Context: an optimization exercise on an open-source flow, tuned for small area, a short achievable clock period and few clock cycles per item. The choices shown serve that exercise and are no tape-out recipe. Where RTL was checked, it was by simulation tests only, not by an equivalence proof against the original.

## record_batch_validator
module record_batch_validator
(
  input  logic               clk,
  input  logic               rst,
  input  logic               in_valid,
  output logic               in_ready,
  input  logic [7:0]         data_byte,
  input  logic               end_of_span,
  input  logic               cfg_write,
  input  logic               cfg_data,
  output logic               out_valid,
  input  logic               out_ready,
  output logic               kind,
  output logic [7:0]         payload_byte,
  output logic [2:0]         status,
  output logic signed [63:0] batch_base,
  output logic [15:0]        attributes,
  output logic signed [63:0] writer_id,
  output logic signed [15:0] writer_epoch,
  output logic signed [31:0] first_seq,
  output logic signed [31:0] rec_count,
  output logic [31:0]        batch_size,
  output logic signed [63:0] final_offset,
  output logic               is_last
);
  logic       rv;          
  logic [7:0] rb;
  logic       re;
  logic       sv;          
  logic [7:0] sb;
  logic       se;
  logic       consume;     
  ...
Size: ~1600 cells after synthesis, ~470 flip-flops, ~350 I/O pins.
==> flow/config.mk <==
export PLATFORM = sky130hd
export DESIGN_NAME = record_batch_validator
export DESIGN_NICKNAME = record_batch_validator
export VERILOG_FILES = /design/flow/design.v
export SDC_FILE = /design/flow/constraint.sdc
export NUM_CORES = 4
export LEC_CHECK = 0
export ABC_CLOCK_PERIOD_IN_PS = 2800
export CAP_MARGIN = 20
export CORE_MARGIN = 2
export CORE_UTILIZATION = 60
export CTS_CLUSTER_DIAMETER = 60
export CTS_CLUSTER_SIZE = 24
export PLACE_DENSITY = 0.75
export SETUP_SLACK_MARGIN = 4.0
export SLEW_MARGIN = 20
==> flow/constraint.sdc <==
create_clock -name core_clock -period 7.0 [get_ports {clk}]
set_input_delay 1.4000 -clock core_clock [delete_from_list [all_inputs] [get_ports {clk}]]
set_output_delay 1.4000 -clock core_clock [all_outputs]
set_load 0.01 [all_outputs]
standard.sh (not shown) runs the stock make flow with config.mk's settings and CLKGATE_MAP_FILE= SYNTH_SCRIPT=/design/flow/synth_recipe.tcl, a recipe that flattens the netlist after the stock synthesis.
==> flow/flow/run.sh <==
#!/bin/bash
# Standard layout, except that the port buffers are the small sky130 buffer
# instead of the delay buffer buffer_ports picks by default.
set -uo pipefail
bash standard.sh synth > synth.log 2>&1 || exit 1
export BUFFER_PORTS_ARGS="-buffer_cell sky130_fd_sc_hd__buf_1"
bash standard.sh > layout.log 2>&1
Change:
--- a/flow/design.v
+++ b/flow/design.v
@@ -116,14 +116,15 @@
   logic [31:0] crc;
   logic [63:0] fo_n;
   logic        ov;
   logic        okind;
   logic [2:0]  ost;
   logic        h_bb, h_attr, h_wid, h_ep, h_seq, h_rc, h_fol, h_foh, h_tot;
   logic [7:0]  pr;         
+  logic [7:0]  pr2;        
   logic        vpend;      
   logic        vchk;       
   logic [2:0]  vst;        
   logic        fbusy;      
   logic [5:0]  cl;         
   logic        hdr;        
   logic        outfree;    
@@ -143,16 +144,17 @@
   assign act      = consume && !vdone;
   assign hdr      = !pay && !vdone;
   assign at35     = !pay && (cl == 6'd36);
   assign crcok    = (crc == hcrc_n);
   assign is_last_pl = (cnt == ~tot_n);
   logic [7:0] tsum;
   logic       tco;
-  assign {tco, tsum} = {1'b0, (cl == 6'd12) ? {1'b0, rb[6:0]} : rb}
-                     + ((cl == 6'd9) ? 9'd12 : {8'd0, tcarry});
+  assign {tco, tsum} = rbv_pkg::add8_ks((cl == 6'd12) ? {1'b0, rb[6:0]} : rb,
+                                        (cl == 6'd9) ? 8'd12 : 8'd0,
+                                        (cl != 6'd9) && tcarry);
   always_ff @(posedge clk) begin
     if (rst) begin
       cnt   <= 32'd1;
       pay   <= 1'b0;
       vdone <= 1'b0;
     end else if (consume) begin
       if (re) begin
@@ -167,20 +169,19 @@
         end else if (pay) begin
           vdone <= is_last_pl;
         end
       end
     end
   end
   logic hw;
-  assign hw = rv && !vdone && !pay && (hdr2 || outfree);
+  assign hw = rv && !vdone && hdr2;
   always_ff @(posedge clk) begin
     if (hw) begin
       case (cl)
-        6'd2:  bb_n[15:0] <= ~{rb, pr};
-        6'd3:  bb_n[23:16] <= ~rb;
+        6'd3:  bb_n[23:0] <= ~{rb, pr, pr2};
         6'd4:  bb_n[31:24] <= ~rb;
         6'd5:  bb_n[39:32] <= ~rb;
         6'd6:  bb_n[47:40] <= ~rb;
         6'd7:  bb_n[55:48] <= ~rb;
         6'd8:  bb_n[63:56] <= ~rb;
         6'd9:  begin tot_n[7:0] <= ~tsum; tcarry <= tco; end
         6'd10: begin tot_n[15:8] <= ~tsum; tcarry <= tco; end
@@ -225,31 +226,31 @@
   logic       fbw;         
   logic       f_shift;
   logic       f_add;
   logic [7:0] f_addend;
   logic [7:0] f_lane0;
   logic [8:0] f_sum;
   logic [7:0] f_dec;
-  assign f_shift  = hw && (cl >= 6'd2) && (cl <= 6'd9);
+  assign f_shift  = hw && (cl >= 6'd3) && (cl <= 6'd10);
   assign f_add    = (hw && (cl >= 6'd33) && (cl <= 6'd36)) || (fsq != 3'd0);
   assign f_addend = (fsq != 3'd0) ? {8{!rc_n[31]}} : rb;
   assign f_lane0  = ~fo_n[7:0];
   assign f_sum    = rbv_pkg::add8_ks(f_lane0, f_addend, fcar);
-  assign f_dec    = pr - {7'd0, fbw};
+  assign f_dec    = pr2 - {7'd0, fbw};
   assign fbusy    = (fsq != 3'd0) && (fsq != 3'd4);
   always_ff @(posedge clk) begin
     if (f_shift || f_add) begin
       fo_n <= {f_shift ? ~f_dec : ~f_sum[7:0], fo_n[63:8]};
     end
     if (act && p0) begin
       fbw <= 1'b1;
     end else if (f_shift) begin
-      fbw <= fbw && (pr == 8'd0);
+      fbw <= fbw && (pr2 == 8'd0);
     end
-    if (hw && cl == 6'd2) begin
+    if (hw && cl == 6'd3) begin
       fcar <= 1'b0;
     end else if (f_add) begin
       fcar <= f_sum[8];
     end
   end
   always_ff @(posedge clk) begin
     if (rst) begin
@@ -266,15 +267,18 @@
     if (rst) begin
       peek_mode <= 1'b0;
     end else if (cfg_write) begin
       peek_mode <= cfg_data;
     end
   end
   always_ff @(posedge clk) begin
-    if (act) pr <= rb;
+    if (act) begin
+      pr  <= rb;
+      pr2 <= pr;
+    end
   end
   logic       ov_d;
   logic       okind_d;
   logic [2:0] ost_d;
   logic       ohide_d;
   assign ohide_d = !okind_d || (ost_d == rbv_pkg::ST_TRUNC);
   always_comb begin
@@ -296,23 +300,23 @@
     end else if (ov && out_ready) begin
       ov_d    = 1'b0;
     end
   end
   always_ff @(posedge clk) begin
     okind  <= okind_d;
     ost    <= ost_d;
-    h_bb   <= ohide_d || (hw && cl >= 6'd2  && cl <= 6'd8);
+    h_bb   <= ohide_d || (hw && cl >= 6'd3  && cl <= 6'd8);
     h_tot  <= ohide_d || (hw && cl >= 6'd9  && cl <= 6'd12) || (ost_d == rbv_pkg::ST_NEG_LEN);
     h_attr <= ohide_d || (hw && cl >= 6'd17 && cl <= 6'd18);
     h_wid  <= ohide_d || (hw && cl >= 6'd19 && cl <= 6'd26);
     h_ep   <= ohide_d || (hw && cl >= 6'd27 && cl <= 6'd28);
     h_seq  <= ohide_d || (hw && cl >= 6'd29 && cl <= 6'd32);
     h_rc   <= ohide_d || (hw && cl >= 6'd33 && cl <= 6'd36);
-    h_fol  <= ohide_d || (hw && cl >= 6'd2  && cl <= 6'd5);
-    h_foh  <= ohide_d || (hw && cl >= 6'd6  && cl <= 6'd9);
+    h_fol  <= ohide_d || (hw && cl >= 6'd3  && cl <= 6'd6);
+    h_foh  <= ohide_d || (hw && cl >= 6'd7  && cl <= 6'd10);
   end
   always_ff @(posedge clk) begin
     if (rst) begin
       ov    <= 1'b0;
       vpend <= 1'b0;
     end else begin
       ov <= ov_d;
Result: Fmax barely changes. Core utilization climbs by 0.55 points. Global-route usage climbs by 1.9 points. Cell area climbs slightly. Cell count climbs slightly. Sequential share of layout area climbs by 0.25 points.
Testbench counts after the change, summed over its fixed seeds: cycles 30,292, bytes 30,182.
For the first run of this note, only the layout was checked, not whether the RTL still works.

port drivers added, routing unchanged:
The results above use ideal ports. As a check the final layouts listed here were re-extracted and re-timed, cells and wires unchanged.
Step 1 (the two cells are an assumption about what drives the block):
set clk [get_ports {clk}]
set_driving_cell -lib_cell sky130_fd_sc_hd__clkbuf_16 $clk
set_driving_cell -lib_cell sky130_fd_sc_hd__buf_2 [delete_from_list [all_inputs] $clk]
Step 2 moves the port delays by t, midway between the first and last clock arrival at a register: inputs arrive t later, outputs are due t later. That takes back most of the time a late clock gives input paths.
Three values: no drivers, after step 1, after step 2; two values: the first two.
run | shift t [ns] | setup slack, ns | worst setup path at the end | worst slew at a driven data input, ns
the first run | 0.621 | 4.057 / 4.006 / 3.507 | input to register | 0.07
the second run | 0.578 | 4.058 / 4.002 / 3.582 | input to register | 0.04
After both steps setup and hold are still met in every run listed. For the first run, which loses most, drivers alone change the setup slack by -0.051 ns; drivers and shift together by -0.550 ns.
